From an optimization exercise on the open Yosys and OpenROAD flow, aimed at small area, a short achievable clock period and few clock cycles per item; shortcuts taken in it are not production practice.
RTL that was checked went through simulation tests only; none was proved equivalent to the original.
No functional check of the RTL was part of runs 1 to 4.
Power figures rest on the tool's default switching activity, not on a simulated workload.

$ cat flow/design.v
package hrnt_pkg;
  localparam int TABLE_ENTRIES_DEF = 16;
  localparam logic [31:0] CRC_POLY = 32'hEDB88320;
  localparam logic [31:0] CRC_INIT = 32'hFFFFFFFF;
  localparam logic [1:0] OP_FIND = 2'd0;
  localparam logic [1:0] OP_ADD  = 2'd1;
  localparam logic [1:0] OP_DEL  = 2'd2;
  localparam logic [1:0] ST_OK        = 2'd0;
  localparam logic [1:0] ST_NOT_FOUND = 2'd1;
  localparam logic [1:0] ST_FULL      = 2'd2;
  function automatic logic [31:0] crc_byte(input logic [31:0] crc, input logic [7:0] b);
    logic [31:0] c;
    c = crc ^ {24'd0, b};
    for (int k = 0; k < 8; k++) begin
      c = c[0] ? ((c >> 1) ^ CRC_POLY) : (c >> 1);
    end
    crc_byte = c;
  endfunction
  function automatic logic [1:0] cmp_ge_eq(input logic [31:0] a, input logic [31:0] b);
    logic [31:0] g, e;
    g = a & ~b;
    e = ~(a ^ b);
    for (int w = 1; w < 32; w = w * 2) begin
      for (int i = 0; i < 32; i += 2 * w) begin
        g[i] = g[i + w] | (e[i + w] & g[i]);
        e[i] = e[i + w] & e[i];
      end
    end
    cmp_ge_eq = {g[0] | e[0], e[0]};
  endfunction
  function automatic logic lt4(input logic [3:0] a, input logic [3:0] b);
    logic [3:0] l, e;
    l = ~a & b;
    e = ~(a ^ b);
    lt4 = l[3] | (e[3] & (l[2] | (e[2] & (l[1] | (e[1] & l[0])))));
  endfunction
endpackage
module hrnt_front (
  input  logic        clk,
  input  logic        rst_n,
  input  logic        in_valid,
  output logic        in_ready,
  input  logic [1:0]  in_opcode,
  input  logic [7:0]  in_key_byte,
  input  logic        in_last_byte,
  input  logic [31:0] in_node_address,
  input  logic [15:0] in_node_port,
  output logic        c_load,       
  output logic [1:0]  c_op,
  output logic [31:0] c_hash,
  output logic [31:0] c_addr,
  output logic [15:0] c_port,
  input  logic        c_free_now,   
  input  logic        c_free_next   
);
  logic        rdy_r;
  logic        bf_r;                
  logic [31:0] bh_r;
  logic [1:0]  bop_r;
  logic [31:0] ba_r;
  logic [15:0] bp_r;
  logic [31:0] sh_r;                
  logic [31:0] crc_step;
  logic        take, take_last, drain, direct, to_buf, bf_nxt;
  assign in_ready  = rdy_r;
  assign take      = in_valid && rdy_r;
  assign take_last = take && in_last_byte;
  assign drain     = bf_r && c_free_now;
  assign direct    = take_last && !bf_r && c_free_now;
  assign to_buf    = take_last && !direct;
  assign crc_step  = sh_r ^ hrnt_pkg::crc_byte(32'd0, in_key_byte);
  assign c_load = drain || direct;
  assign c_op   = bf_r ? bop_r : in_opcode;
  assign c_addr = bf_r ? ba_r  : in_node_address;
  assign c_port = bf_r ? bp_r  : in_node_port;
  assign c_hash = bf_r ? bh_r  : ~crc_step;
  assign bf_nxt = to_buf || (bf_r && !drain);
  always_ff @(posedge clk) begin
    if (!rst_n) begin
      rdy_r <= 1'b1;
      bf_r  <= 1'b0;
      sh_r  <= hrnt_pkg::crc_byte(hrnt_pkg::CRC_INIT, 8'd0);
    end else begin
      rdy_r <= !bf_nxt || c_free_next;
      bf_r  <= bf_nxt;
      if (take) begin
        sh_r <= in_last_byte ? hrnt_pkg::crc_byte(hrnt_pkg::CRC_INIT, 8'd0)
                             : hrnt_pkg::crc_byte(sh_r, 8'd0) ^
                               hrnt_pkg::crc_byte(hrnt_pkg::crc_byte(32'd0, in_key_byte), 8'd0);
      end
    end
  end
  always_ff @(posedge clk) begin
    if (to_buf) begin
      bh_r  <= ~crc_step;
      bop_r <= in_opcode;
      ba_r  <= in_node_address;
      bp_r  <= in_node_port;
    end
  end
endmodule
module hrnt_back #(
  parameter int NTAP = 4
) (
  input  logic        clk,
  input  logic        rst_n,
  input  logic        c_load,
  input  logic [1:0]  c_op,
  input  logic [31:0] c_hash,
  input  logic [31:0] c_addr,
  input  logic [15:0] c_port,
  output logic        c_free_now,
  output logic        c_free_next,
  output logic        out_valid,
  input  logic        out_ready,
  output logic [1:0]  out_status,
  output logic [31:0] out_found_address,
  output logic [15:0] out_found_port,
  output logic [31:0] out_key_hash
);
  localparam int N  = 16;
  localparam int R  = N / NTAP;    
  localparam int CW = $clog2(R + 1);
  logic [31:0] r_hash [N];
  logic [31:0] r_addr [N];
  logic [15:0] r_port [N];
  logic        r_vld  [N];
  logic [3:0]  r_rank [N];
  logic        f_ge   [N];    
  logic        f_eq   [N];
  logic [1:0]  k_op;
  logic [31:0] k_hash;
  logic [31:0] k_addr;
  logic [15:0] k_port;
  logic          act_r;        
  logic [CW-1:0] cyc_r;        
  logic          fov_r;        
  logic [1:0]    y_op_r;       
  logic          ipend_r;      
  logic [3:0]    ins_rank_r;
  logic [4:0]    count_r;
  logic          hit_r, fnd_r;
  logic [3:0]    brank_r;
  logic        ov_r;
  logic [1:0]  os_r;
  logic [31:0] oa_r, kh_r;
  logic [15:0] op_r;
  assign out_valid         = ov_r;
  assign out_status        = os_r;
  assign out_found_address = oa_r;
  assign out_found_port    = op_r;
  assign out_key_hash      = kh_r;
  logic t_ge [NTAP];
  logic t_eq [NTAP];
  always_comb begin
    for (int j = 0; j < NTAP; j++) begin
      {t_ge[j], t_eq[j]} = hrnt_pkg::cmp_ge_eq(r_hash[j*R], k_hash);
    end
  end
  always_ff @(posedge clk) begin
    for (int i = 0; i < N; i++) begin
      if (((i + N - 1) % N) % R == 0) begin
        f_ge[i] <= t_ge[((i + N - 1) % N) / R];
        f_eq[i] <= t_eq[((i + N - 1) % N) / R];
      end else begin
        f_ge[i] <= f_ge[(i + N - 1) % N];
        f_eq[i] <= f_eq[(i + N - 1) % N];
      end
    end
  end
  logic cap, restart, capt, first;
  logic [1:0] op_c;
  assign op_c = fov_r ? y_op_r : k_op;
  assign cap     = act_r && (cyc_r != '0);
  assign restart = cap && (cyc_r != CW'(R)) && ov_r && !out_ready;
  assign capt    = (cap && !restart) || fov_r;
  assign first   = act_r && (cyc_r == CW'(1));
  logic        cd_ge [NTAP];
  logic        cd_eq [NTAP];
  logic [3:0]  cd_rk [NTAP];
  logic [3:0]  tp_rk [NTAP];
  logic        win   [NTAP];
  logic [NTAP*NTAP-1:0] pw_r, pw_nxt;   
  logic [NTAP-1:0]      lb_r, lb_nxt;   
  logic        any_win, any_eq, bfound, hit_f, fnd_f;
  logic [31:0] win_addr;
  logic [15:0] win_port;
  logic [3:0]  win_rank, brank_f;
  always_comb begin
    bfound = fnd_r && !first;
    for (int j = 0; j < NTAP; j++) begin
      cd_ge[j] = f_ge[(j*R + 1) % N] && r_vld[(j*R + 1) % N];
      cd_eq[j] = f_eq[(j*R + 1) % N] && r_vld[(j*R + 1) % N];
      cd_rk[j] = r_rank[(j*R + 1) % N];
      tp_rk[j] = r_rank[j*R];
    end
    any_eq = 1'b0;
    for (int j = 0; j < NTAP; j++) begin
      win[j] = cd_ge[j] && (!bfound || lb_r[j]);
      any_eq = any_eq || cd_eq[j];
    end
    for (int j = 0; j < NTAP; j++) begin
      for (int i = j + 1; i < NTAP; i++) begin
        if (pw_r[j*NTAP+i]) begin
          win[i] = win[i] && !cd_ge[j];
        end else begin
          win[j] = win[j] && !cd_ge[i];
        end
      end
    end
    any_win  = 1'b0;
    win_addr = '0;
    win_port = '0;
    win_rank = '0;
    for (int j = 0; j < NTAP; j++) begin
      any_win  = any_win || win[j];
      win_addr = win_addr | ({32{win[j]}} & r_addr[(j*R + 1) % N]);
      win_port = win_port | ({16{win[j]}} & r_port[(j*R + 1) % N]);
      win_rank = win_rank | ({4{win[j]}} & cd_rk[j]);
    end
    hit_f   = (hit_r && !first) || any_eq;
    fnd_f   = bfound || any_win;
    brank_f = any_win ? win_rank : brank_r;
    for (int j = 0; j < NTAP; j++) begin
      for (int i = 0; i < NTAP; i++) begin
        pw_nxt[j*NTAP+i] = hrnt_pkg::lt4(tp_rk[j], tp_rk[i]);
      end
      lb_nxt[j] = hrnt_pkg::lt4(tp_rk[j], capt ? brank_f : brank_r);
    end
  end
  always_ff @(posedge clk) begin
    pw_r <= pw_nxt;
    lb_r <= lb_nxt;
  end
  always_ff @(posedge clk) begin
    if (capt) begin
      hit_r   <= hit_f;
      fnd_r   <= fnd_f;
      brank_r <= brank_f;
    end
  end
  logic       fin_reg, fin;
  logic [1:0] op_f;
  logic       full, do_clr, do_inc, do_dec, need_inj, inj_fin, inj_wait, inj;
  logic [3:0] ins_f;
  logic [1:0] status;
  assign fin_reg  = act_r && (cyc_r == CW'(R));
  assign fin      = fin_reg || fov_r;
  assign op_f     = fov_r ? y_op_r : k_op;
  assign full     = count_r[4];
  assign do_clr   = fin && hit_f && (op_f == hrnt_pkg::OP_ADD || op_f == hrnt_pkg::OP_DEL);
  assign do_inc   = fin && (op_f == hrnt_pkg::OP_ADD) && !hit_f && !full;
  assign do_dec   = fin && (op_f == hrnt_pkg::OP_DEL) && hit_f;
  assign need_inj = (op_f == hrnt_pkg::OP_ADD) && (hit_f || !full);
  assign ins_f    = fnd_f ? brank_f : count_r[3:0];
  assign inj_fin  = fin_reg && need_inj && !r_vld[N-1];
  assign inj_wait = ipend_r && !r_vld[N-1];
  assign inj      = inj_fin || inj_wait;
  always_comb begin
    case (op_f)
      hrnt_pkg::OP_FIND: status = fnd_f ? hrnt_pkg::ST_OK : hrnt_pkg::ST_NOT_FOUND;
      hrnt_pkg::OP_ADD:  status = (hit_f || !full) ? hrnt_pkg::ST_OK : hrnt_pkg::ST_FULL;
      hrnt_pkg::OP_DEL:  status = hit_f ? hrnt_pkg::ST_OK : hrnt_pkg::ST_NOT_FOUND;
      default:           status = hrnt_pkg::ST_NOT_FOUND;
    endcase
  end
  logic ovl_ok, fin_free, idle, load;
  assign idle     = !act_r && !ipend_r;
  assign ovl_ok   = act_r && (cyc_r == CW'(R - 1)) && !restart && (k_op != hrnt_pkg::OP_ADD);
  assign fin_free = fin_reg && (!need_inj || inj_fin);
  logic free_r;
  assign c_free_now = free_r;
  assign load       = c_load && free_r;
  logic          act_nxt, ipend_nxt, ov_nxt;
  logic [CW-1:0] cyc_nxt;
  always_comb begin
    act_nxt   = act_r;
    ipend_nxt = ipend_r;
    cyc_nxt   = cyc_r;
    if (fin_reg) begin
      act_nxt   = 1'b0;
      ipend_nxt = need_inj && !inj_fin;
    end
    if (inj_wait) ipend_nxt = 1'b0;
    if (restart) begin
      cyc_nxt = CW'(1);
    end else if (act_r && cyc_r != CW'(R)) begin
      cyc_nxt = cyc_r + 1'b1;
    end
    if (load) begin
      act_nxt = 1'b1;
      cyc_nxt = '0;
    end
    ov_nxt = fin || (ov_r && !out_ready);
  end
  assign c_free_next =
      (!act_r && !ipend_r && !load) ||
      (fin_reg && !load && (k_op != hrnt_pkg::OP_ADD || !need_inj || inj_fin)) ||
      (inj_wait && !load) ||
      (act_r && cyc_r == CW'(R - 2) && !ov_r && k_op != hrnt_pkg::OP_ADD) ||
      (act_r && cyc_r == CW'(R - 1) && !ov_r && !load && k_op != hrnt_pkg::OP_ADD) ||
      (((ipend_r && r_vld[N-1]) || (fin_reg && need_inj && r_vld[N-1])) && !r_vld[N-2]);
  always_ff @(posedge clk) begin
    if (!rst_n) begin
      act_r   <= 1'b0;
      ipend_r <= 1'b0;
      free_r  <= 1'b1;
      fov_r   <= 1'b0;
      ov_r    <= 1'b0;
      count_r <= '0;
    end else begin
      act_r   <= act_nxt;
      ipend_r <= ipend_nxt;
      fov_r   <= load && ovl_ok;
      free_r  <= c_free_next;
      ov_r    <= ov_nxt;
      if (do_inc) begin
        count_r <= count_r + 1'b1;
      end else if (do_dec) begin
        count_r <= count_r - 1'b1;
      end
    end
  end
  always_ff @(posedge clk) begin
    cyc_r <= cyc_nxt;
    if (load && ovl_ok) y_op_r <= k_op;
    if (fin_reg) ins_rank_r <= ins_f;
    if (load) begin
      k_op   <= c_op;
      k_hash <= c_hash;
      k_addr <= c_addr;
      k_port <= c_port;
    end
  end
  always_ff @(posedge clk) begin
    for (int i = 0; i < N; i++) begin
      if (i == 0 && inj) begin
        r_hash[0] <= k_hash;
        r_addr[0] <= k_addr;
        r_port[0] <= k_port;
      end else begin
        r_hash[i] <= r_hash[(i + N - 1) % N];
        r_addr[i] <= r_addr[(i + N - 1) % N];
        r_port[i] <= r_port[(i + N - 1) % N];
      end
    end
  end
  for (genvar i = 0; i < N; i++) begin : g_slot
    localparam int S = (i + N - 1) % N;
    logic eq, gt;
    assign eq = f_eq[S] && r_vld[S];
    assign gt = f_ge[S] && !f_eq[S] && r_vld[S];
    always_ff @(posedge clk) begin
      if (!rst_n) begin
        r_vld[i] <= 1'b0;
      end else if (i == 0 && inj) begin
        r_vld[i] <= 1'b1;
      end else begin
        r_vld[i] <= r_vld[S] && !(do_clr && eq);
      end
      if (i == 0 && inj) begin
        r_rank[i] <= inj_fin ? ins_f : ins_rank_r;
      end else if (do_inc && gt) begin
        r_rank[i] <= r_rank[S] + 1'b1;
      end else if (do_dec && gt) begin
        r_rank[i] <= r_rank[S] - 1'b1;
      end else begin
        r_rank[i] <= r_rank[S];
      end
    end
  end
  always_ff @(posedge clk) begin
    if (fin) begin
      os_r <= status;
    end
    if (first && !restart) begin
      kh_r <= k_hash;
    end
    if (capt && (first || any_win)) begin
      oa_r <= (op_c == hrnt_pkg::OP_FIND) ? win_addr : '0;
      op_r <= (op_c == hrnt_pkg::OP_FIND) ? win_port : '0;
    end
  end
endmodule
module hash_ring_node_table (
  input  logic         clk,
  input  logic         rst_n,
  input  logic         in_valid,
  output logic         in_ready,
  input  logic [1:0]   in_opcode,
  input  logic [7:0]   in_key_byte,
  input  logic         in_last_byte,
  input  logic [31:0]  in_node_address,
  input  logic [15:0]  in_node_port,
  output logic         out_valid,
  input  logic         out_ready,
  output logic [1:0]   out_status,
  output logic [31:0]  out_found_address,
  output logic [15:0]  out_found_port,
  output logic [31:0]  out_key_hash
);
  logic        c_load, c_free_now, c_free_next;
  logic [1:0]  c_op;
  logic [31:0] c_hash, c_addr;
  logic [15:0] c_port;
  hrnt_front u_front (
    .clk             (clk),
    .rst_n           (rst_n),
    .in_valid        (in_valid),
    .in_ready        (in_ready),
    .in_opcode       (in_opcode),
    .in_key_byte     (in_key_byte),
    .in_last_byte    (in_last_byte),
    .in_node_address (in_node_address),
    .in_node_port    (in_node_port),
    .c_load          (c_load),
    .c_op            (c_op),
    .c_hash          (c_hash),
    .c_addr          (c_addr),
    .c_port          (c_port),
    .c_free_now      (c_free_now),
    .c_free_next     (c_free_next)
  );
  hrnt_back u_back (
    .clk               (clk),
    .rst_n             (rst_n),
    .c_load            (c_load),
    .c_op              (c_op),
    .c_hash            (c_hash),
    .c_addr            (c_addr),
    .c_port            (c_port),
    .c_free_now        (c_free_now),
    .c_free_next       (c_free_next),
    .out_valid         (out_valid),
    .out_ready         (out_ready),
    .out_status        (out_status),
    .out_found_address (out_found_address),
    .out_found_port    (out_found_port),
    .out_key_hash      (out_key_hash)
  );
endmodule
$ cat flow/run.sh
#!/bin/bash
# synth_recipe.tcl (not shown) runs the flow's synth.tcl, then flattens the netlist and writes it again
# the make line also repeats each setting of config.mk as NAME=value (left out here)
make -C /OpenROAD-flow-scripts/flow DESIGN_CONFIG=/design/flow/config.mk WORK_HOME=/design/flow/orfs CLKGATE_MAP_FILE= SYNTH_SCRIPT=/design/flow/synth_recipe.tcl finish
$ cat flow/constraint.sdc
create_clock -name core_clock -period 5.0 [get_ports {clk}]
set_input_delay 1.0000 -clock core_clock [delete_from_list [all_inputs] [get_ports {clk}]]
set_output_delay 1.0000 -clock core_clock [all_outputs]
set_load 0.01 [all_outputs]
$ cat flow/config.mk
export PLATFORM = sky130hd
export DESIGN_NAME = hash_ring_node_table
export DESIGN_NICKNAME = hash_ring_node_table
export VERILOG_FILES = /design/flow/design.v
export SDC_FILE = /design/flow/constraint.sdc
export NUM_CORES = 4
export LEC_CHECK = 0
export ABC_CLOCK_PERIOD_IN_PS = 2300
export CAP_MARGIN = 20
export CORE_MARGIN = 2
export CORE_UTILIZATION = 55
export CTS_CLUSTER_DIAMETER = 100
export CTS_CLUSTER_SIZE = 30
export PLACE_DENSITY = 0.7
export SETUP_SLACK_MARGIN = 2.3
export SLEW_MARGIN = 20
==> flow_summary.yaml, run 1 <==
sta:
  rsz0062_at_grt: "yes"
  fin_skew_ns: 0.0324
  hold_viol_final: 0
  setup_viol: 0
  finalCritPeriodShare_pct: 59.6
  fmax_mhz: 336
  tns_ns: 0
  slew_violations: 0
  fin_crit_ns: 2.98
  maxSlewHeadroom_pct: 27.7
  worst_pin_slew_ns: 1.08
global_routing:
  grt_pass1_vias: 24200
  grt_pass1_wl_mm: 141
  antenna_found_initial: 2
  track_usage_pct: 20.2
  grt.overflow.total: 0
  grt_max_degree: 65
worst_hold_path:
  whs_path_depth: 0
  min_from: "u_back.r_hash[14][11]"
  min_path_type: "reg -> reg"
  hold_end: "u_back.r_hash[15][11]"
synth:
  async_reset_ff_share_pct: 0
  synth_edf_count: 254
  ys_ff_latch: 1707
  yosysTopAreaCellShare_pct: 59.3
  synth_area_leaders: "dfxtp_1, edfxtp_1, ha_1"
  synth_ff_type: "dfxtp_1"
  synthDistinctLibCells: 69
  synth_area_leader_cell: "dfxtp_1"
  synthesis.area_um2: 49000
  ys_seq_area_share_pct: 74.9
  yosys_warnings: 16
  synth_cells: 3372
  syn_nets: 3638
  avgSynthCellArea_um2: 14.5
detailed_routing:
  route.detailed.drc: 0
  wl_per_cell_um: 19.8
  wirelength_met1_mm: 47.0
  wl_mm: 95.1
  vias: 24800
  wl_met2_mm: 41.5
  wl_met3_mm: 4.36
  vias_per_cell: 5.17
  dr.pass1.iters: 5
  drt_iter0_markers: 1528
  ant_nets: 0
  highest_layer: "met5"
worst_setup_path:
  reg2reg_to: "u_back.lb_r[0]"
  start_kind: "flop"
  slowest_stage: "o41a_1"
  rr_worst_depth: 11
  r2r_start: "u_back.cyc_r[1]"
  critPathCaptureType: "flop"
  critical_path.max_stage_delay_ns: 0.58
  rrSetupSlack_ns: 2.02
  crit_arrival_ns: 3.59
  crit_type: "reg -> reg"
  worstPathCellList: "inv_2, ha_4, and3b_2, nor3_2, nor2_4, o41a_1, buf_6, a31oi_4, ha_1, or3b_4, a21oi_2"
  worstPathRequired_ns: 5.61
  critPathMaxFanout: 5
status:
  status: "finished clean"
power_and_ir_drop:
  p_int_mw: 18.0
  power.leakage_nw: 21.7
  power.switching_mw: 5.25
  power_density_nw_per_um2: 421
  seqPwrFrac_pct: 62.9
  p_sw_share_pct: 22.6
  vdd_ir_drop_max_mv: 0.314
  p_clk_share_pct: 29.5
  total_power_mw: 23.2
  combPwrFrac_pct: 7.5
floorplanning:
  dieWidth_um: 303
  die_h_um: 303
  ios: 147
  die_area_um2: 91500
  core_um2: 88400
  initial_core_util_pct: 55.5
  rows: 109
cts:
  cts_buffers: 68
  insertion_delay_ns: 0.67
  cts.reportedPaths.clkPinSlew_ns: 0.12
  cts_root_buf: "clkbuf_16"
  cts.sinks: 1707
  htree_levels: 3
  holdBufCountCts: 0
  cts_tree: "yes"
  cts_buffer_depth: 3
final_layout:
  final_core_util_pct: 62.4
  finalNonFillerCells: 4796
  num-nets-final: 3849
  area_delta_synth_final_pct: 12.5
  layout-drive-gt1-share_pct: 11.0
  fillers: 6631
placement:
  dp.final_hpwl_mm: 60.0
  gp_congestion: 0.883
  dp_cells: 4612
  port_buffers: 146
job:
  maxCapViolations: 0
power by group through the flow:
stage | sequential [mW] | combinational, mW | clock (mW)
5_1_grt | 14.6 | 1.93 | 7.46
4_1_cts | 14.6 | 1.71 | 7.00
3_5_place_dp | 14.9 | 1.65 | 0
6_report | 14.6 | 1.75 | 6.85
3_3_place_gp | 14.9 | 1.63 | 0
2_1_floorplan | 14.8 | 1.25 | 0
synth_stat cells (4+ instances only):
cell      instances
a221oi_1          5
dfxtp_1        1453
nand4_1          47
a221o_1          10
o22ai_1          13
or4_1             8
or2_2             6
o21a_1            6
nand3_1          23
o211ai_1         22
nor3_1           25
a21oi_1          94
buf_2            14
a22o_1            4
o31ai_1           4
buf_1             6
nor3b_1           5
a31oi_1          13
buf_6             5
o21ai_0          61
mux2i_1           9
and3_1            4
xor2_1           67
a22oi_1         125
xnor2_1         152
nand4b_1          4
nand2_1         140
clkbuf_1         66
and2_1            9
inv_1            93
nor2b_1          26
nand3b_1         18
nand2b_1         10
edfxtp_1        254
nor2_1           86
a21boi_0         55
ha_1            202
a21o_1           52
mux2_2          120
nor4_1            5
or3b_2            4
metal layers:
| metal | global-route usage [%] | vias up |
|---|---|---|
| li1 | - | 12000 |
| met1 | 30.4 | 12100 |
| met2 | 30.5 | 527 |
| met3 | 3.10 | 117 |
| met4 | 5.76 | 2 |
| met5 | 0 | - |
per-stage QoR:
step,setup slack [ns],hold slack [ns],cell area [µm²]
2_1_floorplan,1.85,0.310,49200
3_3_place_gp,1.35,0.310,51900
3_5_place_dp,1.33,0.312,51900
4_1_cts,2.08,0.313,54600
5_1_grt,1.92,0.315,55200
6_report,2.02,0.311,55200
flip-flops by register name (all words and copies together) (netlist names), 32 cells and up:
name,flops
u_back.r_addr,512
u_back.k_addr,32
u_back.k_hash,32
u_front.sh_r,32
u_back.r_hash,512
u_back.r_rank,64
u_front.bh_r,32
u_front.ba_r,32
u_back.kh_r,32
u_back.r_port,256
u_back.oa_r,32
cells by family after synthesis:
logic type	Yosys count	share of synthesized area (%)
AO/OA/AOI/OAI	494	6.88
flip-flops	1707	74.9
buffers and inverters	188	1.57
multiplexers	129	2.94
AND/OR/NAND/NOR	425	4.29
adder cells (fa/ha/maj)	203	5.20
XOR/XNOR	226	4.23
how the worst max path moves through the flow:
stage | from | slack (ns) | endpoint | cells after the start
detailed placement | in_key_byte[2] | 1.33 | u_front.sh_r[17] | 8
global route | u_back.cyc_r[1] | 1.92 | u_back.lb_r[0] | 14
finish | u_back.cyc_r[1] | 2.02 | u_back.lb_r[0] | 11
CTS | u_back.cyc_r[1] | 2.08 | u_back.lb_r[2] | 12
global placement | in_key_byte[2] | 1.35 | u_front.sh_r[17] | 8
floorplan | in_last_byte | 1.85 | u_front.ba_r[0] | 3
critical path, delay by kind of cell, from the launching register on:
family / cells / cell delay (ns)
AND/OR/NAND/NOR: 4 / 1.03
AO/OA/AOI/OAI: 3 / 0.96
flip-flops: 1 / 0.35
adder cells (fa/ha/maj): 2 / 0.34
buffers and inverters: 2 / 0.24
area by class of cell:
cell class,instances,area [µm²],area share [%]
clock buffers,109,1950,3.54
clock inverters,8,161,0.293
flip-flops and latches,1707,36700,66.6
repair buffers,232,2340,4.25
inverters,94,383,0.694
multi-input cells,1479,12100,22.0
well taps,1165,1460,2.64
diodes,1,2.50,0.00454
repair inverters,1,8.76,0.0159
cells in the final DEF, fill, tap and decap left out, types with 51 or more instances in the layout:
cell type        instances
a21boi_0                51
xor2_1                  63
edfxtp_1               254
xnor2_1                146
a21o_1                  52
ha_1                   195
dfxtp_1               1446
a21oi_1                 81
nand2_1                140
clkbuf_16               77
clkdlybuf4s50_1        131
buf_4                   64
inv_1                   86
nor2_1                  76
mux2_2                 120
o21ai_0                 60
a22oi_1                124
repair_timing:
action	4_1_cts	5_1_grt
buffers inserted	33	23
pin swaps	36	27
gates resized for setup	79	53
cloned	4	6
endpoints found under the setup margin	262	234
==> inputs of run 2 (changes only) <==
--- a/flow/config.mk
+++ b/flow/config.mk
@@ -9,8 +9,8 @@
 export CAP_MARGIN = 20
 export CORE_MARGIN = 2
-export CORE_UTILIZATION = 55
+export CORE_UTILIZATION = 40
 export CTS_CLUSTER_DIAMETER = 100
 export CTS_CLUSTER_SIZE = 30
-export PLACE_DENSITY = 0.7
+export PLACE_DENSITY = 0.6
 export SETUP_SLACK_MARGIN = 2.3
 export SLEW_MARGIN = 20
==> flow_summary.yaml, run 2 <==
synth:
  synthesis.area_um2: 49000
  synth_area_leader_cell: "dfxtp_1"
  yosysTopAreaCellShare_pct: 59.3
  yosysMostFrequentCell: "dfxtp_1"
  synth_common_cells: "dfxtp_1, edfxtp_1, ha_1"
  avgSynthCellArea_um2: 14.5
  synth_edf_count: 254
  syn_nets: 3638
  yosys_warnings: 16
  synth_cells: 3372
  synthDistinctLibCells: 69
  ys_ff_latch: 1707
  synth_area_leaders: "dfxtp_1, edfxtp_1, ha_1"
  ys_seq_area_share_pct: 74.9
  synth_ff_type: "dfxtp_1"
  async_reset_ff_share_pct: 0
cts:
  insertion_delay_ns: 0.68
  cts.sinks: 1707
  cts_buffer_depth: 3
  cts.reportedPaths.clkPinSlew_ns: 0.12
  htree_levels: 3
  cts_tree: "yes"
  cts_buffers: 68
  cts_root_buf: "clkbuf_16"
  holdBufCountCts: 0
placement:
  dp.final_hpwl_mm: 62.3
  dp_slack_ns: 1.25
  gp_congestion: 0.848
  dp_cells: 5075
  port_buffers: 146
power_and_ir_drop:
  power_density_nw_per_um2: 417
  vdd_ir_drop_max_mv: 0.254
  power.leakage_nw: 21.7
  seqPwrFrac_pct: 63.0
  combPwrFrac_pct: 7.4
  power.switching_mw: 5.24
  p_clk_share_pct: 29.5
  p_sw_share_pct: 22.6
  p_int_mw: 17.9
final_layout:
  reg_top3: "u_back.r_addr: 512 flops, u_back.r_hash: 512 flops, u_back.r_port: 256 flops"
  layout-drive-gt1-share_pct: 10.4
  layout_commonest_cell: "dfxtp_1"
  area_delta_synth_final_pct: 13.2
  num-nets-final: 3834
  finalNonFillerCells: 5244
  layout_common_cells: "dfxtp_1, edfxtp_1, ha_1, xnor2_1, nand2_1"
global_routing:
  grt_pass1_wl_mm: 148
  track_usage_pct: 15.4
  grt_pass1_vias: 24100
  grt_max_degree: 60
  antenna_found_initial: 8
  grt.overflow.total: 0
status:
  status: "finished clean"
worst_setup_path:
  crit_type: "reg -> reg"
  worstPathCellList: "inv_2, ha_4, and3b_2, nor3_4, nor2_4, buf_12, o41a_1, buf_4, nor2_4, a21oi_4, buf_12, ha_4, or2_4, a21oi_2, a21oi_2"
  start_kind: "flop"
  critical_path.max_stage_delay_ns: 0.45
  critPathMaxFanout: 5
  critPathCaptureType: "flop"
  crit_arrival_ns: 3.47
  worstPathRequired_ns: 5.56
  slowest_stage: "o41a_1"
floorplanning:
  dieWidth_um: 354
  rows: 128
  ios: 147
  die_h_um: 354
  initial_core_util_pct: 40.3
  die_area_um2: 125000
  core_um2: 122000
sta:
  hold_viol_final: 0
  fmax_mhz: 343
  fin_skew_ns: 0.0382
  finalCritPeriodShare_pct: 58.3
  setup_slack_ns: 2.09
  maxSlewHeadroom_pct: 37.8
  rsz0062_at_grt: "yes"
  holdWs_ns: 0.320
  setup_viol: 0
  tns_ns: 0
  worst_pin_slew_ns: 0.930
  fin_crit_ns: 2.91
  slew_violations: 0
detailed_routing:
  wl_mm: 98.2
  vias_per_cell: 4.66
  route.detailed.drc: 0
  vias: 24400
  dr.pass1.iters: 7
  drt_iter0_markers: 1701
  ant_nets: 0
  wl_per_cell_um: 18.7
job:
  maxCapViolations: 0
worst_hold_path:
  min_path_type: "reg -> reg"
==> run 2: worst max-delay path, delay by kind of cell (launching register included) <==
family,cells,cell delay (ns)
buffers and inverters,4,0.52
adders and majority gates,2,0.35
AOI/OAI and AO/OA,4,0.68
and+or+nand+nor,5,0.89
DFF,1,0.35
==> run 2: cell families (layout without fill, tap and decap cells) <==
group | count (synthesis) | in the layout | synth area share, %
XOR/XNOR | 226 | 226 | 4.23
buffers and inverters | 188 | 432 | 1.57
AO/OA/AOI/OAI | 494 | 494 | 6.88
AND/OR/NAND/NOR | 425 | 426 | 4.29
adder cells (fa/ha/maj) | 203 | 203 | 5.20
multiplexers | 129 | 129 | 2.94
other | 0 | 2 | 0
flip-flops | 1707 | 1707 | 74.9
==> run 2: cell type report <==
type                    count  area, µm²
fillers                 10900      66200
repair buffers            218       2170
well taps                1625       2030
flip-flops and latches   1707      36700
repair inverters            1       8.76
clock buffers             109       1940
inverters                  94        383
multi-input cells        1478      12100
diodes                      2       5.00
clock inverters            10        123
==> run 2: power by group through the flow <==
stage / logic (mW) / clock network, mW / registers [mW]
after floorplan: 1.25 / 0 / 14.8
after global placement: 1.65 / 0 / 14.9
after detailed placement: 1.66 / 0 / 14.9
after CTS: 1.71 / 7.05 / 14.6
after global routing: 1.90 / 7.52 / 14.6
final: 1.72 / 6.84 / 14.6
==> run 2: layer usage <==
metal	track usage (%)	up-vias	share of wire (%)
li1	-	12000	-
met1	22.9	12000	51
met2	23.5	348	44
met3	2.30	113	3.5
met4	3.78	2	1.9
met5	0	-	0.010
==> run 2: timing repair <==
action	4_1_cts	5_1_grt
setup endpoints to repair	254	182
endpoints found under the hold margin	0	0
resized for setup	72	52
buffers inserted	28	15
pin swaps	18	32
gates cloned	5	0
==> run 2: per-stage QoR <==
step / area, µm² / utilization [%] / total power, mW
final: 55500 / 45.6 / 23.1
after detailed placement: 52500 / 43.2 / 16.6
after global routing: 55500 / 45.6 / 24.1
after CTS: 55200 / 45.3 / 23.4
after global placement: 52500 / 43.2 / 16.6
after floorplan: 49200 / - / 16.0
==> run 2: final timing paths <==
| check | cells after the start | slack, ns | start | to |
|---|---|---|---|---|
| setup / recovery | 15 | 2.09 | u_back.cyc_r[1] | u_back.lb_r[2] |
| setup reg to reg | 15 | 2.09 | u_back.cyc_r[1] | u_back.lb_r[2] |
| hold reg to reg | 0 | 0.32 | u_back.r_addr[10][21] | u_back.r_addr[11][21] |
| hold / removal | 0 | 0.32 | u_back.r_addr[10][21] | u_back.r_addr[11][21] |
==> inputs of run 3 (changes only) <==
--- a/flow/design.v
+++ b/flow/design.v
@@ -35,4 +35,16 @@
     lt4 = l[3] | (e[3] & (l[2] | (e[2] & (l[1] | (e[1] & l[0])))));
   endfunction
+  function automatic logic [4:0] inc5(input logic [4:0] a);
+    inc5 = a ^ {&a[3:0], &a[2:0], &a[1:0], a[0], 1'b1};
+  endfunction
+  function automatic logic [4:0] dec5(input logic [4:0] a);
+    dec5 = a ^ {~|a[3:0], ~|a[2:0], ~|a[1:0], ~a[0], 1'b1};
+  endfunction
+  function automatic logic [3:0] inc4(input logic [3:0] a);
+    inc4 = a ^ {&a[2:0], &a[1:0], a[0], 1'b1};
+  endfunction
+  function automatic logic [3:0] dec4(input logic [3:0] a);
+    dec4 = a ^ {~|a[2:0], ~|a[1:0], ~a[0], 1'b1};
+  endfunction
 endpackage
 module hrnt_front (
@@ -121,5 +133,4 @@
   localparam int N  = 16;
   localparam int R  = N / NTAP;    
-  localparam int CW = $clog2(R + 1);
   logic [31:0] r_hash [N];
   logic [31:0] r_addr [N];
@@ -133,6 +144,6 @@
   logic [31:0] k_addr;
   logic [15:0] k_port;
-  logic          act_r;        
-  logic [CW-1:0] cyc_r;        
+  logic [R:0]    ph_r;         
+  logic          act;
   logic          fov_r;        
   logic [1:0]    y_op_r;       
@@ -172,8 +183,9 @@
   logic [1:0] op_c;
   assign op_c = fov_r ? y_op_r : k_op;
-  assign cap     = act_r && (cyc_r != '0);
-  assign restart = cap && (cyc_r != CW'(R)) && ov_r && !out_ready;
+  assign act     = |ph_r;
+  assign cap     = |ph_r[R:1];
+  assign restart = (|ph_r[R-1:1]) && ov_r && !out_ready;
   assign capt    = (cap && !restart) || fov_r;
-  assign first   = act_r && (cyc_r == CW'(1));
+  assign first   = ph_r[1];
   logic        cd_ge [NTAP];
   logic        cd_eq [NTAP];
@@ -226,5 +238,12 @@
         pw_nxt[j*NTAP+i] = hrnt_pkg::lt4(tp_rk[j], tp_rk[i]);
       end
-      lb_nxt[j] = hrnt_pkg::lt4(tp_rk[j], capt ? brank_f : brank_r);
+      lb_nxt[j] = 1'b0;
+      if ((cap || fov_r) && any_win) begin
+        for (int k = 0; k < NTAP; k++) begin
+          lb_nxt[j] = lb_nxt[j] || (win[k] && hrnt_pkg::lt4(tp_rk[j], cd_rk[k]));
+        end
+      end else begin
+        lb_nxt[j] = hrnt_pkg::lt4(tp_rk[j], brank_r);
+      end
     end
   end
@@ -245,5 +264,5 @@
   logic [3:0] ins_f;
   logic [1:0] status;
-  assign fin_reg  = act_r && (cyc_r == CW'(R));
+  assign fin_reg  = ph_r[R];
   assign fin      = fin_reg || fov_r;
   assign op_f     = fov_r ? y_op_r : k_op;
@@ -266,42 +285,31 @@
   end
   logic ovl_ok, fin_free, idle, load;
-  assign idle     = !act_r && !ipend_r;
-  assign ovl_ok   = act_r && (cyc_r == CW'(R - 1)) && !restart && (k_op != hrnt_pkg::OP_ADD);
+  assign idle     = !act && !ipend_r;
+  assign ovl_ok   = ph_r[R-1] && !restart && (k_op != hrnt_pkg::OP_ADD);
   assign fin_free = fin_reg && (!need_inj || inj_fin);
   logic free_r;
   assign c_free_now = free_r;
   assign load       = c_load && free_r;
-  logic          act_nxt, ipend_nxt, ov_nxt;
-  logic [CW-1:0] cyc_nxt;
+  logic          ipend_nxt, ov_nxt;
+  logic [R:0]    ph_nxt;
   always_comb begin
-    act_nxt   = act_r;
     ipend_nxt = ipend_r;
-    cyc_nxt   = cyc_r;
-    if (fin_reg) begin
-      act_nxt   = 1'b0;
-      ipend_nxt = need_inj && !inj_fin;
-    end
+    if (fin_reg) ipend_nxt = need_inj && !inj_fin;
     if (inj_wait) ipend_nxt = 1'b0;
-    if (restart) begin
-      cyc_nxt = CW'(1);
-    end else if (act_r && cyc_r != CW'(R)) begin
-      cyc_nxt = cyc_r + 1'b1;
-    end
-    if (load) begin
-      act_nxt = 1'b1;
-      cyc_nxt = '0;
-    end
+    ph_nxt = {ph_r[R-1:0], 1'b0};
+    if (restart) ph_nxt = (R+1)'(2);
+    if (load)    ph_nxt = (R+1)'(1);
     ov_nxt = fin || (ov_r && !out_ready);
   end
   assign c_free_next =
-      (!act_r && !ipend_r && !load) ||
+      (!act && !ipend_r && !load) ||
       (fin_reg && !load && (k_op != hrnt_pkg::OP_ADD || !need_inj || inj_fin)) ||
       (inj_wait && !load) ||
-      (act_r && cyc_r == CW'(R - 2) && !ov_r && k_op != hrnt_pkg::OP_ADD) ||
-      (act_r && cyc_r == CW'(R - 1) && !ov_r && !load && k_op != hrnt_pkg::OP_ADD) ||
+      (ph_r[R-2] && !ov_r && k_op != hrnt_pkg::OP_ADD) ||
+      (ph_r[R-1] && !ov_r && !load && k_op != hrnt_pkg::OP_ADD) ||
       (((ipend_r && r_vld[N-1]) || (fin_reg && need_inj && r_vld[N-1])) && !r_vld[N-2]);
   always_ff @(posedge clk) begin
     if (!rst_n) begin
-      act_r   <= 1'b0;
+      ph_r    <= '0;
       ipend_r <= 1'b0;
       free_r  <= 1'b1;
@@ -310,5 +318,5 @@
       count_r <= '0;
     end else begin
-      act_r   <= act_nxt;
+      ph_r    <= ph_nxt;
       ipend_r <= ipend_nxt;
       fov_r   <= load && ovl_ok;
@@ -316,12 +324,11 @@
       ov_r    <= ov_nxt;
       if (do_inc) begin
-        count_r <= count_r + 1'b1;
+        count_r <= hrnt_pkg::inc5(count_r);
       end else if (do_dec) begin
-        count_r <= count_r - 1'b1;
+        count_r <= hrnt_pkg::dec5(count_r);
       end
     end
   end
   always_ff @(posedge clk) begin
-    cyc_r <= cyc_nxt;
     if (load && ovl_ok) y_op_r <= k_op;
     if (fin_reg) ins_rank_r <= ins_f;
@@ -362,7 +369,7 @@
         r_rank[i] <= inj_fin ? ins_f : ins_rank_r;
       end else if (do_inc && gt) begin
-        r_rank[i] <= r_rank[S] + 1'b1;
+        r_rank[i] <= hrnt_pkg::inc4(r_rank[S]);
       end else if (do_dec && gt) begin
-        r_rank[i] <= r_rank[S] - 1'b1;
+        r_rank[i] <= hrnt_pkg::dec4(r_rank[S]);
       end else begin
         r_rank[i] <= r_rank[S];
--- a/flow/config.mk
+++ b/flow/config.mk
@@ -11,6 +11,7 @@
 export CORE_UTILIZATION = 40
 export CTS_CLUSTER_DIAMETER = 100
-export CTS_CLUSTER_SIZE = 30
+export CTS_CLUSTER_SIZE = 25
 export PLACE_DENSITY = 0.6
-export SETUP_SLACK_MARGIN = 2.3
+export SETUP_SLACK_MARGIN = 2.5
 export SLEW_MARGIN = 20
+export TNS_END_PERCENT = 30
==> flow_summary.yaml, run 3 <==
detailed_routing:
  route.detailed.drc: 0
  vias: 25500
  drt_iter0_markers: 1686
  dr.pass1.iters: 7
  vias_per_cell: 4.71
  wl_mm: 103
  ant_nets: 0
  wl_per_cell_um: 18.9
worst_hold_path:
  hold_end: "u_back.r_addr[11][27]"
  min_from: "u_back.r_addr[10][27]"
  min_path_type: "reg -> reg"
  whs_path_depth: 0
sta:
  worst_pin_slew_ns: 1.06
  setup_viol: 0
  fin_skew_ns: 0.0633
  tns_ns: 0
  slew_violations: 0
  setup_slack_ns: 2.38
  fmax_mhz: 382
  hold_viol_final: 0
  rsz0062_at_grt: "yes"
  fin_crit_ns: 2.62
  maxSlewHeadroom_pct: 28.8
  holdWs_ns: 0.286
  finalCritPeriodShare_pct: 52.4
synth:
  synthesis.area_um2: 50300
  syn_nets: 3853
  yosys_warnings: 16
  yosysMostFrequentCell: "dfxtp_1"
  synthDistinctLibCells: 76
  async_reset_ff_share_pct: 0
  synth_edf_count: 258
  synth_common_cells: "dfxtp_1, ha_1, edfxtp_1"
  avgSynthCellArea_um2: 14.3
  ys_seq_area_share_pct: 73.1
  ys_ff_latch: 1708
  synth_ff_type: "dfxtp_1"
  synth_area_leader_cell: "dfxtp_1"
  synth_cells: 3516
  synth_area_leaders: "dfxtp_1, edfxtp_1, ha_1"
  yosysTopAreaCellShare_pct: 57.7
floorplanning:
  initial_core_util_pct: 40.2
  core_um2: 125000
  die_area_um2: 129000
  ios: 147
  rows: 130
  die_h_um: 359
  dieWidth_um: 359
final_layout:
  multi_input_area_um2: 13000
  diodes: 0
  reg_top3: "u_back.r_addr: 512 flops, u_back.r_hash: 512 flops, u_back.r_port: 256 flops"
  layout-drive-gt1-share_pct: 9.70
  ff_latch_area_um2: 36800
  num-nets-final: 4043
  layout_common_cells: "dfxtp_1, ha_1, edfxtp_1, xnor2_1, nand2_1"
  area_delta_synth_final_pct: 13.2
  fillers: 11100
  finalNonFillerCells: 5413
  layout_commonest_cell: "dfxtp_1"
worst_setup_path:
  crit_type: "in -> reg"
  rr_worst_depth: 12
  worstPathRequired_ns: 5.57
  critical_path.max_stage_delay_ns: 0.70
  critPathMaxFanout: 6
  crit_arrival_ns: 3.19
  slowest_stage: "xnor2_1"
  rrSetupSlack_ns: 2.50
  cp_common_cell: "xnor2_1"
  start_kind: "primary input"
  worstPathCellList: "clkdlybuf4s15_1, xor2_1, xnor2_1, xnor2_1, xnor2_1, xnor2_1, o21ai_0"
  r2r_start: "u_back.k_op[1]"
  critPathCaptureType: "flop"
  reg2reg_to: "u_back.r_rank[0][2]"
placement:
  gp_congestion: 0.820
  dp_cells: 5237
  dp.final_hpwl_mm: 66.3
  port_buffers: 146
  dp_slack_ns: 1.21
power_and_ir_drop:
  combPwrFrac_pct: 7.4
  power_density_nw_per_um2: 413
  vdd_ir_drop_max_mv: 0.318
  power.leakage_nw: 22.7
  p_int_mw: 18.2
  p_clk_share_pct: 31.3
  seqPwrFrac_pct: 61.2
  power.switching_mw: 5.36
  p_sw_share_pct: 22.8
global_routing:
  grt_max_degree: 58
  grt.overflow.total: 0
  grt_pass1_wl_mm: 154
  track_usage_pct: 15.8
  grt_pass1_vias: 25300
  antenna_found_initial: 9
job:
  maxCapViolations: 0
cts:
  holdBufCountCts: 0
  cts_tree: "yes"
  cts_buffer_depth: 3
  cts.reportedPaths.clkPinSlew_ns: 0.10
  cts.sinks: 1708
  cts_buffers: 80
  cts_root_buf: "clkbuf_16"
  htree_levels: 3
  insertion_delay_ns: 0.71
status:
  status: "finished clean"
-- run 3: power groups by stage --
stage               clock (mW)  combinational (mW)  sequential (mW)
floorplan                    0                1.30             14.6
global placement             0                1.66             14.7
detailed placement           0                1.68             14.7
CTS                       7.61                1.71             14.4
global route              8.10                1.94             14.4
finish                    7.37                1.75             14.4
-- run 3: repair_timing --
item                       in CTS  in global routing
resized for setup              69                 77
setup endpoints to repair     453                381
pin swaps                       5                 12
cloned                          3                  1
setup buffers                  12                 21
-- run 3: worst max path at each step --
stage / from / end / slack, ns
6_report: in_key_byte[5] / u_front.sh_r[19] / 2.38
5_1_grt: in_key_byte[1] / u_back.k_hash[26] / 2.32
4_1_cts: u_back.kh_r[15] / out_key_hash[15] / 2.24
3_5_place_dp: in_key_byte[4] / u_back.k_hash[21] / 1.21
3_3_place_gp: in_key_byte[4] / u_back.k_hash[21] / 1.26
2_1_floorplan: in_valid / u_front.rdy_r / 1.79
-- run 3: cell type report --
class                   instances  area share [%]
well taps                    1650            3.63
inverters                     101           0.672
multi-input cells            1608            22.9
clock inverters                10           0.363
repair buffers                207            3.93
clock buffers                 129            3.88
flip-flops and latches       1708            64.6
-- run 3: worst max-delay path: cells and delay by family --
family | cells | cell delay, ns
AOI/OAI and AO/OA | 1 | 0.08
xor gates and xnor gates | 5 | 1.59
buffers and inverters | 1 | 0.50
-- run 3: cells by family (layout without fill, tap and decap cells) --
family	after synthesis	count (layout)	synth area share, %
flip-flops	1708	1708	73.1
AO/OA/AOI/OAI	560	560	7.47
AND/OR/NAND/NOR	432	434	4.19
adder cells (fa/ha/maj)	274	274	6.81
XOR/XNOR	221	221	4.07
buffers and inverters	202	447	1.69
multiplexers	119	119	2.66
-- run 3: stage by stage --
stage / power [mW] / utilization (%) / instance area [µm²]
6_report: 23.5 / 45.5 / 56900
5_1_grt: 24.5 / 45.5 / 56900
4_1_cts: 23.7 / 45.1 / 56400
3_5_place_dp: 16.4 / 42.9 / 53700
3_3_place_gp: 16.4 / 42.9 / 53700
2_1_floorplan: 15.9 / - / 50300
-- run 3: routing by layer --
| metal | track usage, % | vias to the layer above | wire length (µm) |
|---|---|---|---|
| met5 | 0 | - | 71 |
| met4 | 4.25 | 10 | 2150 |
| met3 | 2.58 | 125 | 4290 |
| met2 | 23.8 | 421 | 44300 |
| met1 | 23.6 | 12500 | 51800 |
| li1 | - | 12500 | - |
==> inputs of run 4 (changes only) <==
--- a/flow/config.mk
+++ b/flow/config.mk
@@ -13,5 +13,4 @@
 export CTS_CLUSTER_SIZE = 25
 export PLACE_DENSITY = 0.6
-export SETUP_SLACK_MARGIN = 2.5
+export SETUP_SLACK_MARGIN = 2.3
 export SLEW_MARGIN = 20
-export TNS_END_PERCENT = 30
==> flow_summary.yaml, run 4 <==
global_routing:
  track_usage_pct: 15.8
  use_met2_pct: 23.5
  grt_pass1_wl_mm: 154
  grt_max_degree: 84
  use_met1_pct: 23.5
  grt_pass1_vias: 25000
  gr-usage-met3_pct: 2.95
  grt_busiest_layer: "met2"
  grt.overflow.total: 0
  antenna_found_initial: 10
cts:
  cts_tree: "yes"
  cts.reportedPaths.clkPinSlew_ns: 0.11
  cts_buffers: 79
  cts_root_buf: "clkbuf_16"
  htree_levels: 3
  cts_buffer_depth: 3
  insertion_delay_ns: 0.72
  cts.sinks: 1708
sta:
  maxSlewHeadroom_pct: 30.9
  fin_crit_ns: 2.74
  slew_violations: 0
  setup_slack_ns: 2.26
  worst_pin_slew_ns: 1.04
  tns_ns: 0
  fin_skew_ns: 0.0679
  fmax_mhz: 365
  setup_viol: 0
  finalCritPeriodShare_pct: 54.7
  rsz0062_at_grt: "yes"
  hold_viol_final: 0
placement:
  dp.final_hpwl_mm: 66.3
  dp_slack_ns: 1.29
  gp_congestion: 0.838
  port_buffers: 146
worst_setup_path:
  slowest_stage: "clkdlybuf4s50_1"
  crit_arrival_ns: 3.31
  critical_path.max_stage_delay_ns: 0.49
  start_kind: "primary input"
  critPathMaxFanout: 9
  worstPathRequired_ns: 5.57
  crit_type: "in -> reg"
  critPathCaptureType: "flop"
  worstPathCellList: "clkdlybuf4s50_1, buf_4, xor2_4, xnor2_2, xnor2_1, xnor2_2, xnor2_1, a32o_1"
synth:
  synthMuxAreaShare_pct: 2.66
  synth_top_family_by_area: "compound AO/OA/AOI/OAI gates"
  synth_ff_type: "dfxtp_1"
  syn_nets: 3853
  synth_edf_count: 258
  synth_cells: 3516
  synth-adder-area-share_pct: 6.81
  synthesis.area_um2: 50300
  async_reset_ff_share_pct: 0
  synth_area_leader_cell: "dfxtp_1"
  ys_seq_area_share_pct: 73.1
  yosysTopAreaCellShare_pct: 57.7
  yosys_warnings: 16
  synth_area_leaders: "dfxtp_1, edfxtp_1, ha_1"
  avgSynthCellArea_um2: 14.3
  ys_ff_latch: 1708
  yosys.area_share.simple_pct: 4.19
  synth_xor_area_share_pct: 4.07
  yosysMostFrequentCell: "dfxtp_1"
  synthDistinctLibCells: 76
  synth_common_cells: "dfxtp_1, ha_1, edfxtp_1"
  synth-compound-area-share_pct: 7.47
final_layout:
  final_core_util_pct: 45.1
  layout_common_cells: "dfxtp_1, ha_1, edfxtp_1, xnor2_1, nand2_1"
  layout-drive-gt1-share_pct: 8.76
  fillers: 11200
  area_delta_synth_final_pct: 12.2
  num-nets-final: 4023
  multi_input_area_um2: 12900
  reg_top3: "u_back.r_addr: 512 flops, u_back.r_hash: 512 flops, u_back.r_port: 256 flops"
  ff_latch_area_um2: 36800
  layout_commonest_cell: "dfxtp_1"
detailed_routing:
  dr.pass1.iters: 5
  wl_per_cell_um: 18.9
  ant_nets: 0
  drt_iter0_markers: 1837
  route.detailed.drc: 0
  vias: 25500
  wl_mm: 102
  vias_per_cell: 4.73
power_and_ir_drop:
  vdd_ir_drop_max_mv: 0.290
  power_density_nw_per_um2: 415
  power.leakage_nw: 22.2
  total_power_mw: 23.4
floorplanning:
  die_h_um: 359
  core_um2: 125000
  die_area_um2: 129000
  dieWidth_um: 359
  ios: 147
  initial_core_util_pct: 40.2
  rows: 130
status:
  status: "finished clean"
worst_hold_path:
  min_path_type: "reg -> reg"
job:
  maxCapViolations: 0
## run 4: cell types whose count changed in the layout (fill, tap and decap cells not counted), moves of 6 or more
| cell | before | now |
|---|---|---|
| dlymetal6s2s_1 | 38 | 11 |
| dlygate4sd2_1 | 4 | 24 |
| clkdlybuf4s50_1 | 98 | 109 |
| buf_4 | 38 | 30 |
| buf_6 | 7 | 1 |
## run 4: worst paths after layout
check                             from                   end  slack (ns)  depth (start not counted)
hold reg to reg   u_back.r_hash[5][23]  u_back.r_hash[6][23]        0.30                          0
setup / recovery        in_key_byte[6]      u_front.sh_r[17]        2.26                          8
setup reg to reg        u_back.k_op[1]  u_back.r_rank[10][0]        2.33                          9
hold / removal    u_back.r_hash[5][23]  u_back.r_hash[6][23]        0.30                          0
## run 4: layout make-up
type	count	share of cell area [%]
timing repair buffer	189	3.38
inverter	101	0.678
tap	1650	3.66
clock inverter	12	0.437
multi-input combinational	1607	22.9
sequential	1708	65.2
antenna	2	0.00886
clock buffer	126	3.83
## run 4: layer usage
metal  vias to the layer above  wire (µm)  share of wire [%]
met2                       470      43600                 43
met3                       132       5280                5.2
li1                      12500          -                  -
met5                         -         52              0.051
met1                     12400      50900                 50
met4                         8       2160                2.1
## run 4: kinds of logic after synthesis
group                    count (synthesis)
AND/OR/NAND/NOR                        432
flip-flops                            1708
XOR/XNOR                               221
multiplexers                           119
AO/OA/AOI/OAI                          560
adder cells (fa/ha/maj)                274
buffers and inverters                  202
## run 4: worst max-delay path: cells and delay by family
family                 cells  cell delay, ns
buffers and inverters      2            0.75
XOR/XNOR                   5            1.33
AO/OA/AOI/OAI              1            0.21
## run 4: stage by stage
step	std cells	hold WS, ns	cell area (µm²)
4_1_cts	5387	0.302	56300
3_5_place_dp	5238	0.312	53700
5_1_grt	5393	0.298	56500
6_report	5395	0.305	56500
2_1_floorplan	3516	0.310	50400
3_3_place_gp	5237	0.310	53700
## run 4: where the power goes
group / internal, mW / total [mW] / switching [mW]
Sequential: 14.2 / 14.4 / 0.216
Clock: 3.09 / 7.31 / 4.22
Combinational: 0.804 / 1.70 / 0.898
## run 4: repair_timing
action,4_1_cts,5_1_grt
pin swaps,2,3
resized for setup,44,42
buffers inserted,10,5
gates cloned,1,1
hold buffers,0,0
endpoints found under the setup margin,233,171
==> inputs of run 5 (changes only) <==
--- a/flow/design.v
+++ b/flow/design.v
@@ -151,5 +151,7 @@
   logic [3:0]    ins_rank_r;
   logic [4:0]    count_r;
-  logic          hit_r, fnd_r;
+  logic          fnd_r;
+  logic          hacc_r, facc_r;   
+  logic          hfin_r, ffin_r;   
   logic [3:0]    brank_r;
   logic        ov_r;
@@ -189,5 +191,4 @@
   assign first   = ph_r[1];
   logic        cd_ge [NTAP];
-  logic        cd_eq [NTAP];
   logic [3:0]  cd_rk [NTAP];
   logic [3:0]  tp_rk [NTAP];
@@ -195,5 +196,5 @@
   logic [NTAP*NTAP-1:0] pw_r, pw_nxt;   
   logic [NTAP-1:0]      lb_r, lb_nxt;   
-  logic        any_win, any_eq, bfound, hit_f, fnd_f;
+  logic        any_win, bfound, fnd_f;
   logic [31:0] win_addr;
   logic [15:0] win_port;
@@ -203,12 +204,9 @@
     for (int j = 0; j < NTAP; j++) begin
       cd_ge[j] = f_ge[(j*R + 1) % N] && r_vld[(j*R + 1) % N];
-      cd_eq[j] = f_eq[(j*R + 1) % N] && r_vld[(j*R + 1) % N];
       cd_rk[j] = r_rank[(j*R + 1) % N];
       tp_rk[j] = r_rank[j*R];
     end
-    any_eq = 1'b0;
     for (int j = 0; j < NTAP; j++) begin
       win[j] = cd_ge[j] && (!bfound || lb_r[j]);
-      any_eq = any_eq || cd_eq[j];
     end
     for (int j = 0; j < NTAP; j++) begin
@@ -231,5 +229,4 @@
       win_rank = win_rank | ({4{win[j]}} & cd_rk[j]);
     end
-    hit_f   = (hit_r && !first) || any_eq;
     fnd_f   = bfound || any_win;
     brank_f = any_win ? win_rank : brank_r;
@@ -254,5 +251,4 @@
   always_ff @(posedge clk) begin
     if (capt) begin
-      hit_r   <= hit_f;
       fnd_r   <= fnd_f;
       brank_r <= brank_f;
@@ -268,9 +264,9 @@
   assign op_f     = fov_r ? y_op_r : k_op;
   assign full     = count_r[4];
-  assign do_clr   = fin && hit_f && (op_f == hrnt_pkg::OP_ADD || op_f == hrnt_pkg::OP_DEL);
-  assign do_inc   = fin && (op_f == hrnt_pkg::OP_ADD) && !hit_f && !full;
-  assign do_dec   = fin && (op_f == hrnt_pkg::OP_DEL) && hit_f;
-  assign need_inj = (op_f == hrnt_pkg::OP_ADD) && (hit_f || !full);
-  assign ins_f    = fnd_f ? brank_f : count_r[3:0];
+  assign do_clr   = fin && hfin_r && (op_f == hrnt_pkg::OP_ADD || op_f == hrnt_pkg::OP_DEL);
+  assign do_inc   = fin && (op_f == hrnt_pkg::OP_ADD) && !hfin_r && !full;
+  assign do_dec   = fin && (op_f == hrnt_pkg::OP_DEL) && hfin_r;
+  assign need_inj = (op_f == hrnt_pkg::OP_ADD) && (hfin_r || !full);
+  assign ins_f    = ffin_r ? brank_f : count_r[3:0];
   assign inj_fin  = fin_reg && need_inj && !r_vld[N-1];
   assign inj_wait = ipend_r && !r_vld[N-1];
@@ -278,10 +274,25 @@
   always_comb begin
     case (op_f)
-      hrnt_pkg::OP_FIND: status = fnd_f ? hrnt_pkg::ST_OK : hrnt_pkg::ST_NOT_FOUND;
-      hrnt_pkg::OP_ADD:  status = (hit_f || !full) ? hrnt_pkg::ST_OK : hrnt_pkg::ST_FULL;
-      hrnt_pkg::OP_DEL:  status = hit_f ? hrnt_pkg::ST_OK : hrnt_pkg::ST_NOT_FOUND;
+      hrnt_pkg::OP_FIND: status = ffin_r ? hrnt_pkg::ST_OK : hrnt_pkg::ST_NOT_FOUND;
+      hrnt_pkg::OP_ADD:  status = (hfin_r || !full) ? hrnt_pkg::ST_OK : hrnt_pkg::ST_FULL;
+      hrnt_pkg::OP_DEL:  status = hfin_r ? hrnt_pkg::ST_OK : hrnt_pkg::ST_NOT_FOUND;
       default:           status = hrnt_pkg::ST_NOT_FOUND;
     endcase
   end
+  logic t_hit, t_fnd;
+  always_comb begin
+    t_hit = 1'b0;
+    t_fnd = 1'b0;
+    for (int j = 0; j < NTAP; j++) begin
+      t_hit = t_hit || (t_eq[j] && r_vld[j*R] && !(do_clr && f_eq[j*R]));
+      t_fnd = t_fnd || (t_ge[j] && r_vld[j*R] && !(do_clr && f_eq[j*R]));
+    end
+  end
+  always_ff @(posedge clk) begin
+    hfin_r <= hacc_r || t_hit;
+    ffin_r <= facc_r || t_fnd;
+    hacc_r <= !load && (hacc_r || t_hit);
+    facc_r <= !load && (facc_r || t_fnd);
+  end
   logic ovl_ok, fin_free, idle, load;
   assign idle     = !act && !ipend_r;
--- a/flow/config.mk
+++ b/flow/config.mk
@@ -13,4 +13,5 @@
 export CTS_CLUSTER_SIZE = 25
 export PLACE_DENSITY = 0.6
-export SETUP_SLACK_MARGIN = 2.3
+export SETUP_SLACK_MARGIN = 2.7
 export SLEW_MARGIN = 20
+export TNS_END_PERCENT = 30
==> flow_summary.yaml, run 5 <==
cts:
  cts_root_buf: "clkbuf_16"
  cts.sinks: 1711
  cts.reportedPaths.clkPinSlew_ns: 0.10
  cts_tree: "yes"
  insertion_delay_ns: 0.69
  htree_levels: 3
  cts_buffers: 80
  holdBufCountCts: 0
  cts_buffer_depth: 3
final_layout:
  diodes: 0
  reg_top3: "u_back.r_addr: 512 flops, u_back.r_hash: 512 flops, u_back.r_port: 256 flops"
  layout-drive-gt1-share_pct: 14.3
  final_core_util_pct: 46.1
  layout_common_cells: "dfxtp_1, ha_1, edfxtp_1, nand2_1, xnor2_1"
  layout_commonest_cell: "dfxtp_1"
  num-nets-final: 4096
  area_delta_synth_final_pct: 14.6
sta:
  finalCritPeriodShare_pct: 50.0
  fin_skew_ns: 0.0370
  rsz0062_at_grt: "yes"
  tns_ns: 0
  slew_violations: 0
  fin_crit_ns: 2.50
  worst_pin_slew_ns: 0.960
  fmax_mhz: 400
  maxSlewHeadroom_pct: 35.6
  hold_viol_final: 0
  setup_viol: 0
worst_setup_path:
  cp-startpoint: "u_back.kh_r[14]"
  r2r_start: "u_back.ph_r[1]"
  crit_type: "reg -> out"
  reg2reg_to: "u_back.oa_r[18]"
  critPathMaxFanout: 1
  critPathCaptureType: "primary output"
  critical_path_depth: 1
  worstPathCellList: "dlygate4sd2_1"
  slowest_stage: "edfxtp_1"
  endpoint: "out_key_hash[14]"
  worstPathRequired_ns: 4.00
  crit_arrival_ns: 1.50
  critical_path.max_stage_delay_ns: 0.48
  rr_worst_depth: 7
  critPathBufInv: 1
  start_kind: "flop"
  cp_top_family: "flip-flops"
  rrSetupSlack_ns: 2.54
detailed_routing:
  vias_per_cell: 4.72
  vias: 25800
  wl_per_cell_um: 19.2
  route.detailed.drc: 0
  drt_iter0_markers: 1679
  ant_nets: 0
  dr.pass1.iters: 5
  wl_mm: 105
floorplanning:
  initial_core_util_pct: 40.2
  dieWidth_um: 359
  die_h_um: 359
  core_um2: 125000
  ios: 147
  die_area_um2: 129000
  rows: 130
global_routing:
  grt_pass1_vias: 25500
  grt.overflow.total: 0
  track_usage_pct: 16.0
  antenna_found_initial: 5
  grt_max_degree: 53
  grt_pass1_wl_mm: 158
synth:
  avgSynthCellArea_um2: 14.4
  synth_cells: 3511
  syn_nets: 3848
  synth_area_leader_cell: "dfxtp_1"
  synth_common_cells: "dfxtp_1, ha_1, edfxtp_1"
  yosys_warnings: 15
  async_reset_ff_share_pct: 0
  ys_seq_area_share_pct: 73.0
  synthDistinctLibCells: 71
  ys_ff_latch: 1711
  synth_edf_count: 257
  yosysMostFrequentCell: "dfxtp_1"
  synth_area_leaders: "dfxtp_1, edfxtp_1, ha_1"
  synthesis.area_um2: 50400
  yosysTopAreaCellShare_pct: 57.7
  synth_ff_type: "dfxtp_1"
placement:
  port_buffers: 146
  dp.final_hpwl_mm: 64.7
  gp_congestion: 0.838
power_and_ir_drop:
  power_density_nw_per_um2: 417
  vdd_ir_drop_max_mv: 0.256
  power.leakage_nw: 22.4
worst_hold_path:
  min_path_type: "reg -> reg"
status:
  status: "finished clean"
job:
  maxCapViolations: 0
[run 5: cell count changes after synthesis, sizes merged, moves of 18 or more]
cell	delta
a21o	-30
buf	-27
o21ai	-27
nor2	-32
mux2	+35
nand3	+22
inv	+18
[run 5: worst min-delay path by stage]
stage	start	endpoint	slack (ns)	cells after the start
2_1_floorplan	u_back.r_addr[10][0]	u_back.r_addr[11][0]	0.31	0
3_3_place_gp	u_back.r_hash[9][27]	u_back.r_hash[10][27]	0.31	0
3_5_place_dp	u_back.r_hash[13][30]	u_back.r_hash[14][30]	0.31	0
6_report	u_back.r_port[12][13]	u_back.r_port[13][13]	0.31	0
5_1_grt	u_back.r_hash[7][5]	u_back.r_hash[8][5]	0.32	0
4_1_cts	u_back.r_hash[1][3]	u_back.r_hash[2][3]	0.31	0
[run 5: worst reg2reg max path, cell delays in order (launching register included)]
cell	delay, ns
dfxtp_4	0.37
or3b_1	0.35
o2111a_2	0.14
and2_4	0.17
or4_4	0.59
o21a_4	0.27
buf_12	0.15
buf_4	0.18
[run 5: logic make-up (layout without fill, tap and decap cells)]
family	after synthesis	in the layout	synth area share (%)
compound gates	490	492	6.48
xor+xnor	211	211	3.96
simple gates	458	458	4.53
flops	1711	1711	73.0
fa+ha+maj	274	274	6.80
mux	165	165	3.65
buf+inv	202	504	1.58
[run 5: report_power, final]
part           switching [mW]  total (mW)  internal [mW]
registers               0.279        14.5           14.3
clock network            4.24        7.38           3.14
logic                    1.14        2.21           1.06
total                    5.66        24.1           18.5
[run 5: metrics by stage]
step	hold WS [ns]	power, mW	cell area [µm²]	std cells	setup slack (ns)
4_1_cts	0.312	24.3	57600	5449	2.32
3_3_place_gp	0.310	16.9	53900	5247	1.26
2_1_floorplan	0.310	16.3	50500	3511	1.71
5_1_grt	0.316	25.1	57800	5465	2.45
3_5_place_dp	0.312	16.9	53900	5247	1.21
6_report	0.310	24.1	57800	5465	2.50
[run 5: layer usage]
layer	wire length, µm	global-route usage, %	up-vias	share of wire [%]
li1	-	-	12600	-
met1	51900	23.2	12600	50
met2	46600	25.1	413	44
met3	4320	2.34	131	4.1
met4	1980	3.71	4	1.9
met5	34	0	-	0.032
[run 5: layout make-up]
type / instances / area, µm²
fill: 11000 / 67600
sequential: 1711 / 36800
multi-input combinational: 1600 / 13600
timing repair buffer: 249 / 2430
clock buffer: 127 / 2210
tap: 1650 / 2060
inverter: 117 / 443
clock inverter: 11 / 201
[run 5: what timing repair did]
| item | in CTS | in global routing |
|---|---|---|
| gates resized for setup | 255 | 138 |
| pin swaps | 41 | 11 |
| setup endpoints to repair | 598 | 403 |
| buffers inserted | 56 | 11 |
| cloned | 8 | 5 |
Testbench counts of run 5, summed over its fixed seeds: cycles 28,572, items 2,400.

port drivers added, routing unchanged:
Ports are ideal in the flow. The routed layouts listed here were re-timed in OpenROAD.
Step 1 (the two cells are an assumption about what drives the block):
set clk [get_ports {clk}]
set_driving_cell -lib_cell sky130_fd_sc_hd__clkbuf_16 $clk
set_driving_cell -lib_cell sky130_fd_sc_hd__buf_2 [delete_from_list [all_inputs] $clk]
Step 2 times the ports against the registers' clock, not the clock port: input delays grow and output delays shrink by t, the midpoint of the rising clock arrivals with the driver on.
a / b / c = ideal / step 1 / step 2; a / b = the first two.
run | t, ns | setup WS [ns] | worst setup path at the end | slew at the worst register clock pin (ns) | worst slew at a driven data input, ns
run 1 | 0.718 | 2.021 / 2.021 / 1.426 | input to register | 0.12 / 0.12 | 0.09
run 2 | 0.733 | 2.087 / 2.087 / 1.557 | input to register | 0.12 / 0.12 | 0.14
run 3 | 0.748 | 2.380 / 2.311 / 1.651 | input to register | 0.12 / 0.12 | 0.17
run 4 | 0.754 | 2.264 / 2.259 / 1.505 | input to register | 0.11 / 0.11 | 0.19
run 5 | 0.744 | 2.501 / 2.436 / 1.722 | input to register | 0.10 / 0.10 | 0.18
After both steps setup and hold are still met in every run listed. For run 5, which loses most, drivers alone change the setup slack by -0.065 ns; drivers and shift together by -0.779 ns.
